This design comes from an exercise in tuning for small area, a short achievable clock period and few clock cycles per item on the open sky130 flow, not from production work.
Only simulation tests tie the RTL to the original design; equivalence was not proved.
Power and IR drop assume default switching activity.

==> flow/design.v (excerpt) <==
module wheel_pulse_rate_remapper (
  input  logic        clk_i,
  input  logic        rst_ni,
  input  logic        s_axis_tvalid,
  output logic        s_axis_tready,
  input  logic [7:0]  s_axis_tdata,
  output logic        m_axis_tvalid,
  input  logic        m_axis_tready,
  output logic [39:0] m_axis_tdata,
  input  logic        cfg_valid_i,
  output logic        cfg_ready_o,
  input  logic [2:0]  cfg_index_i,
  input  logic [31:0] cfg_data_i
);
  localparam int QCNT_W = 5;
  localparam logic [QCNT_W-1:0] QCNT_LIM = QCNT_W'(28);
  logic [15:0] slow_q;
  logic [9:0]  debounce_q;
  logic [15:0] idle_q;
  logic [7:0]  pulse_q;
  logic [21:0] hold_q;
  assign cfg_ready_o = 1'b1;
  always_ff @(posedge clk_i or negedge rst_ni) begin
    if (!rst_ni) begin
      slow_q     <= 16'd383;
      debounce_q <= 10'd100;
      idle_q     <= 16'd4000;
      pulse_q    <= 8'd2;
      hold_q     <= 22'd900000;
    end else if (cfg_valid_i) begin
      case (cfg_index_i)
        3'd1: slow_q     <= cfg_data_i[15:0];
  ...
export LEC_CHECK = 0
export CAP_MARGIN = 20
export CORE_MARGIN = 2
export CORE_UTILIZATION = 40
export SETUP_SLACK_MARGIN = 4.3
export SLEW_MARGIN = 20
create_clock -name core_clock -period 8.0 [get_ports {clk_i}]
run.sh (not shown) runs the stock make flow with config.mk's settings and CLKGATE_MAP_FILE= SYNTH_SCRIPT=/design/flow/synth_recipe.tcl, a recipe that flattens the netlist after the stock synthesis.
The first run passed the timing, design-rule and antenna checks.
Testbench counts at the start, summed over its fixed seeds: cycles 8,885, items 8,000.
Rerun with:
- CORE_UTILIZATION: 40 -> 35
- SETUP_SLACK_MARGIN: 4.3 -> 4.6
Outcome: Via count rose by about 0.44%. Cell area rose by about 1.7%. Count of clock-buffer cells in the layout rose by 8. Cell count rose by 3.3%. Die area rose by 14%. Maximum frequency rose by about 4%. Hold slack barely changes. Wire length rose by 0.73%. Clock power fell by about 7%. Critical path depth is unchanged.

========
== build 65 ==
wheel_pulse_rate_remapper, a different RTL version from the one above (not shown whole).
For scale: ~3200 cells after synthesis, roughly 430 flip-flops, about 91 I/O pins.
clock: 8.0 ns
lec_check: 0
cap_margin: 20
core_margin: 2
core_utilization: 50
setup_slack_margin: 4.7
slew_margin: 20
Build 65 | stages: all done | timing, DRC, antenna: all pass
Testbench counts of build 65, summed over its fixed seeds: cycles 9,054, items 8,000.
Relative to build 65, the following input files were edited for build 55:
- a change of SETUP_SLACK_MARGIN from 4.7 to 4.5
- a change of CORE_UTILIZATION from 50 to 30
==> run summary <==
- The worst setup path endpoint comes out u_remap.den_q[19] in one run and u_remap.den_q[25] in the other, namely in build 65 and build 55 respectively.
- Changes observed in build 55 relative to build 65: total wire length shrank by 5.7%, total power moved down.
- Build 55 drops fewer vias than build 65.
Edits applied to the flow inputs when going from build 55 to build 50:
- CORE_UTILIZATION now 40, was 30
Results
The lower number of nets in the layout came out of build 55. NOTE: clock network fraction of total power in build 50 falls short of that of build 55. ~same met1 wire length in build 55 and build 50. Between build 55 and build 50, floorplan die height is higher for build 55, build 50 comes in under that. When the final numbers for build 55 and build 50 were put side by side, the first-iteration DRC count turned out to be smaller in build 55. Build 55 has lower total power consumption of the routed design than build 50. A cell with the biggest individual delay on the critical path of sky130_fd_sc_hd__a2111o_1 is what build 50 shows, while sky130_fd_sc_hd__fa_1 belongs to build 55.
Modified inputs, build 75 compared to build 50
- setting CTS_BUF_LIST to sky130_fd_sc_hd__clkbuf_8 for the first time
- changing CORE_UTILIZATION from 40 to 30
## What came out
- Diff build 50 -> build 75: final routed wire length divided by cell count decreased 8.2%; register-to-register slack now smaller; count of placed standard cells in the final layout, fillers left out rose 8.1%; met1 track utilization from global routing dropped 8.2 points.

========
== north ==
RTL: one of the versions met above, not the one the previous note started from.
Size: ~430 flip-flops, about 91 I/O pins, about 28000 um2 of cells after synthesis.
// wheel_pulse_rate_remapper
module wheel_pulse_rate_remapper (
  input  logic        clk_i,
  input  logic        rst_ni,
  input  logic        s_axis_tvalid,
  output logic        s_axis_tready,
  input  logic [7:0]  s_axis_tdata,
  output logic        m_axis_tvalid,
  input  logic        m_axis_tready,
  output logic [39:0] m_axis_tdata,
  input  logic        cfg_valid_i,
  output logic        cfg_ready_o,
  input  logic [2:0]  cfg_index_i,
  input  logic [31:0] cfg_data_i
);
  localparam int QCNT_W = 5;
  localparam logic [QCNT_W-1:0] QCNT_LIM = QCNT_W'(28);
  logic [15:0] slow_q;
  logic [9:0]  debounce_q;
  logic [15:0] idle_q;
  logic [7:0]  pulse_q;
  logic [21:0] hold_q;
  assign cfg_ready_o = 1'b1;
  always_ff @(posedge clk_i or negedge rst_ni) begin
    if (!rst_ni) begin
      slow_q     <= 16'd383;
      debounce_q <= 10'd100;
      idle_q     <= 16'd4000;
      pulse_q    <= 8'd2;
      hold_q     <= 22'd900000;
    end else if (cfg_valid_i) begin
      case (cfg_index_i)
        3'd1: slow_q     <= cfg_data_i[15:0];
        3'd2: debounce_q <= cfg_data_i[9:0];
        3'd3: idle_q     <= cfg_data_i[15:0];
        3'd4: pulse_q    <= cfg_data_i[7:0];
        3'd5: hold_q     <= cfg_data_i[21:0];
        default: ;
      endcase
    end
  end
  logic        q_done;       
  logic        q_final;      
  logic        qnext_q;      
  logic        orph_q;       
  logic        q_busy, q_drop_ok;
  logic        b_go, b_edge, blue;
  logic [1:0]  occ_q;                  
  logic        ent0_q, ent1_q;         
  logic        tready_q;
  logic [31:0] sr_q;                   
  logic        e_q;                    
  logic [QCNT_W-1:0] k_q;              
  logic [QCNT_W-1:0] k2_q;             
  logic        in_fire, h_edge, a_go, q_full;
  logic [1:0]  occ_d;
  ...
export LEC_CHECK = 0
export CAP_MARGIN = 20
export CORE_MARGIN = 2
export CORE_UTILIZATION = 30
export CTS_CLUSTER_DIAMETER = 120
export CTS_CLUSTER_SIZE = 20
export SETUP_SLACK_MARGIN = 4.6
export SLEW_MARGIN = 20
create_clock -name core_clock -period 8.0 [get_ports {clk_i}]
Testbench counts of north, summed over its fixed seeds: cycles 8,885, items 8,000.
Edits applied to the flow inputs when going from north to south:
# north
export LEC_CHECK = 0
export CAP_MARGIN = 20
export CORE_MARGIN = 2
export CORE_UTILIZATION = 30
export CTS_CLUSTER_DIAMETER = 120
export CTS_CLUSTER_SIZE = 20
export SETUP_SLACK_MARGIN = 4.6
export SLEW_MARGIN = 20
create_clock -name core_clock -period 8.0 [get_ports {clk_i}]
# south
export LEC_CHECK = 0
export CAP_MARGIN = 20
export CORE_MARGIN = 2
export CORE_UTILIZATION = 20
export SETUP_SLACK_MARGIN = 4.5
export SLEW_MARGIN = 20
create_clock -name core_clock -period 8.0 [get_ports {clk_i}]
### Flow results
[compare] base=north new=south: power went up about 9%; clock tree cell share of total cell area rose 2.7 points.
north: all stages complete, timing, DRC and antenna checks passed
The flow did not stop early for south: all stages ran, and the layout cleared the timing, design-rule and antenna checks.
Going from north to south, deepest level of the CTS H-tree +1; number of well-tap cells placed +625; final period utilization ~0 delta; total core area +about 50%.
The following lists how east was set up differently from south:
# south
export LEC_CHECK = 0
export CAP_MARGIN = 20
export CORE_MARGIN = 2
export CORE_UTILIZATION = 20
export SETUP_SLACK_MARGIN = 4.5
export SLEW_MARGIN = 20
create_clock -name core_clock -period 8.0 [get_ports {clk_i}]
# east
export LEC_CHECK = 0
export CAP_MARGIN = 10
export CORE_MARGIN = 2
export CORE_UTILIZATION = 40
export SETUP_SLACK_MARGIN = 4.5
export SLEW_MARGIN = 10
create_clock -name core_clock -period 8.0 [get_ports {clk_i}]
Comparing the two runs side by side, east comes out behind south on least setup slack across all paths after layout.
The first-pass GRT wire length reported for east is smaller than that of south by about 4%.
| final period utilization | east vs south | 0.55 points higher |
Edits applied to the flow inputs when going from east to west:
# east
export LEC_CHECK = 0
export CAP_MARGIN = 10
export CORE_MARGIN = 2
export CORE_UTILIZATION = 40
export SETUP_SLACK_MARGIN = 4.5
export SLEW_MARGIN = 10
create_clock -name core_clock -period 8.0 [get_ports {clk_i}]
# west
export LEC_CHECK = 0
export CAP_MARGIN = 20
export CORE_MARGIN = 2
export CORE_UTILIZATION = 35
export CTS_CLUSTER_DIAMETER = 120
export CTS_CLUSTER_SIZE = 20
export SETUP_SLACK_MARGIN = 4.8
export SLEW_MARGIN = 20
create_clock -name core_clock -period 8.0 [get_ports {clk_i}]
Findings:
- west against east: layout cell share with drive strength beyond 1 moved up; wire length of the first global-routing pass moved down; number of well-tap cells placed moved up; final weighted congestion in routability-driven placement moved up; part of the power in combinational logic moved up.
- The lower post-CTS setup-driven buffer insertion count of west and east is in east.
- Required time at the endpoint of the critical path: west vs east — no meaningful difference
- Detailed-placement wirelength estimate: west > east
- Vias: west above east

========
== try-garnet ==
Starting RTL as in the previous note.
## wheel_pulse_rate_remapper
module wheel_pulse_rate_remapper (
  input  logic        clk_i,
  input  logic        rst_ni,
  input  logic        s_axis_tvalid,
  output logic        s_axis_tready,
  input  logic [7:0]  s_axis_tdata,
  output logic        m_axis_tvalid,
  input  logic        m_axis_tready,
  output logic [39:0] m_axis_tdata,
  input  logic        cfg_valid_i,
  output logic        cfg_ready_o,
  input  logic [2:0]  cfg_index_i,
  input  logic [31:0] cfg_data_i
);
clock: 8.0 ns
lec_check: 0
cap_margin: 20
core_margin: 2
core_utilization: 30
setup_slack_margin: 4.5
slew_margin: 20
Testbench counts of try-garnet, summed over its fixed seeds: cycles 8,885, items 8,000.
--- input diff try-garnet..try-pepper ---
Settings: a change of CORE_UTILIZATION from 30 to 40.
- try-pepper — routed wire length about 0.37% higher, try-garnet as reference
- try-pepper and try-garnet ended up with roughly the same clock latency on the worst-skew pair.
- Comparing count of clock-buffer cells in the layout for try-pepper and try-garnet, the smaller number came from try-garnet.
- [try-pepper vs try-garnet] antenna diode count: higher in try-pepper
- Side by side, number of standard cells in the final layout excluding fillers turned out lower in try-pepper than in try-garnet.
[inputs] try-onyx vs try-pepper
Settings: setting CTS_CLUSTER_SIZE to 20 for the first time; changing SETUP_SLACK_MARGIN from 4.5 to 4.6; changing CORE_UTILIZATION from 40 to 35; setting CTS_CLUSTER_DIAMETER to 120 for the first time.
Findings:
try-onyx vs try-pepper on growth of design area from synthesis to finish: try-onyx is the lower one. Setup slack: try-onyx more than try-pepper. In try-onyx, die area is higher than in try-pepper.
Relative to try-onyx, the following input files were edited for try-violet:
Settings: setting PLACE_DENSITY to 0.7 for the first time; removing CTS_CLUSTER_DIAMETER (formerly 120); removing CTS_CLUSTER_SIZE (formerly 20).
### Flow results
- Actual slew at the worst max-slew pin up 0.0044 ns in try-violet wrt try-onyx
- Overall power of the completed layout deteriorates in try-violet relative to try-onyx.
- Against try-onyx, try-violet comes in 7 higher on layout buffer count excluding clock buffers.
- Changes observed in try-violet relative to try-onyx: placed cell count level; required time of the critical path moved down.

separate check: timing with driven ports:
How much do the figures lean on ideal ports? The routed layouts below were timed once more, with nothing changed but the port constraints.
Step 1 sets driving cells, clkbuf_16 on the clock port and buf_2 on the other inputs (assumed; they add their load-dependent delay and slew).
Step 2, shift: input delay + t, output delay - t, t = (earliest + latest rising clock arrival at the registers) / 2. This alone moves slack from input paths to output paths.
Slacks: no drivers / after step 1 / after step 2; pairs: no drivers / after step 1.
run | t, ns | setup slack, ns | hold slack, ns | clock arrival spread, ns | worst slew at a driven data input, ns
the first run of note 1 | 0.668 | 4.176 / 4.176 / 3.804 | 0.453 / 0.453 / 0.453 | 0.045 / 0.045 | 0.05
the second run of note 1 | 0.663 | 4.329 / 4.329 / 4.300 | 0.452 / 0.452 / 0.452 | 0.037 / 0.037 | 0.05
build 65 | 0.661 | 4.256 / 4.256 / 4.256 | 0.450 / 0.450 / 0.450 | 0.021 / 0.021 | 0.05
build 55 | 0.681 | 4.278 / 4.278 / 4.033 | 0.450 / 0.450 / 0.450 | 0.055 / 0.055 | 0.05
build 50 | 0.655 | 4.299 / 4.299 / 3.930 | 0.458 / 0.458 / 0.458 | 0.082 / 0.082 | 0.05
build 75 | 0.780 | 4.260 / 4.260 / 4.151 | 0.440 / 0.440 / 0.440 | 0.050 / 0.050 | 0.05
north | 0.661 | 4.330 / 4.330 / 4.260 | 0.464 / 0.464 / 0.464 | 0.040 / 0.040 | 0.05
south | 0.675 | 4.319 / 4.319 / 3.971 | 0.457 / 0.457 / 0.457 | 0.060 / 0.060 | 0.19
east | 0.681 | 4.275 / 4.275 / 3.935 | 0.458 / 0.458 / 0.458 | 0.039 / 0.039 | 0.05
west | 0.667 | 4.271 / 4.271 / 4.271 | 0.452 / 0.452 / 0.452 | 0.042 / 0.042 | 0.05
try-garnet | 0.666 | 4.236 / 4.236 / 4.003 | 0.452 / 0.452 / 0.452 | 0.049 / 0.049 | 0.05
try-pepper | 0.681 | 4.264 / 4.264 / 3.924 | 0.458 / 0.458 / 0.458 | 0.040 / 0.040 | 0.05
try-onyx | 0.670 | 4.329 / 4.329 / 4.283 | 0.453 / 0.453 / 0.453 | 0.049 / 0.049 | 0.05
try-violet | 0.647 | 4.257 / 4.257 / 4.257 | 0.454 / 0.454 / 0.454 | 0.028 / 0.028 | 0.05
After both steps every run listed still meets setup and hold. For the first run of note 1, which loses most, drivers alone change the setup slack by 0.000 ns; drivers and shift together by -0.372 ns.
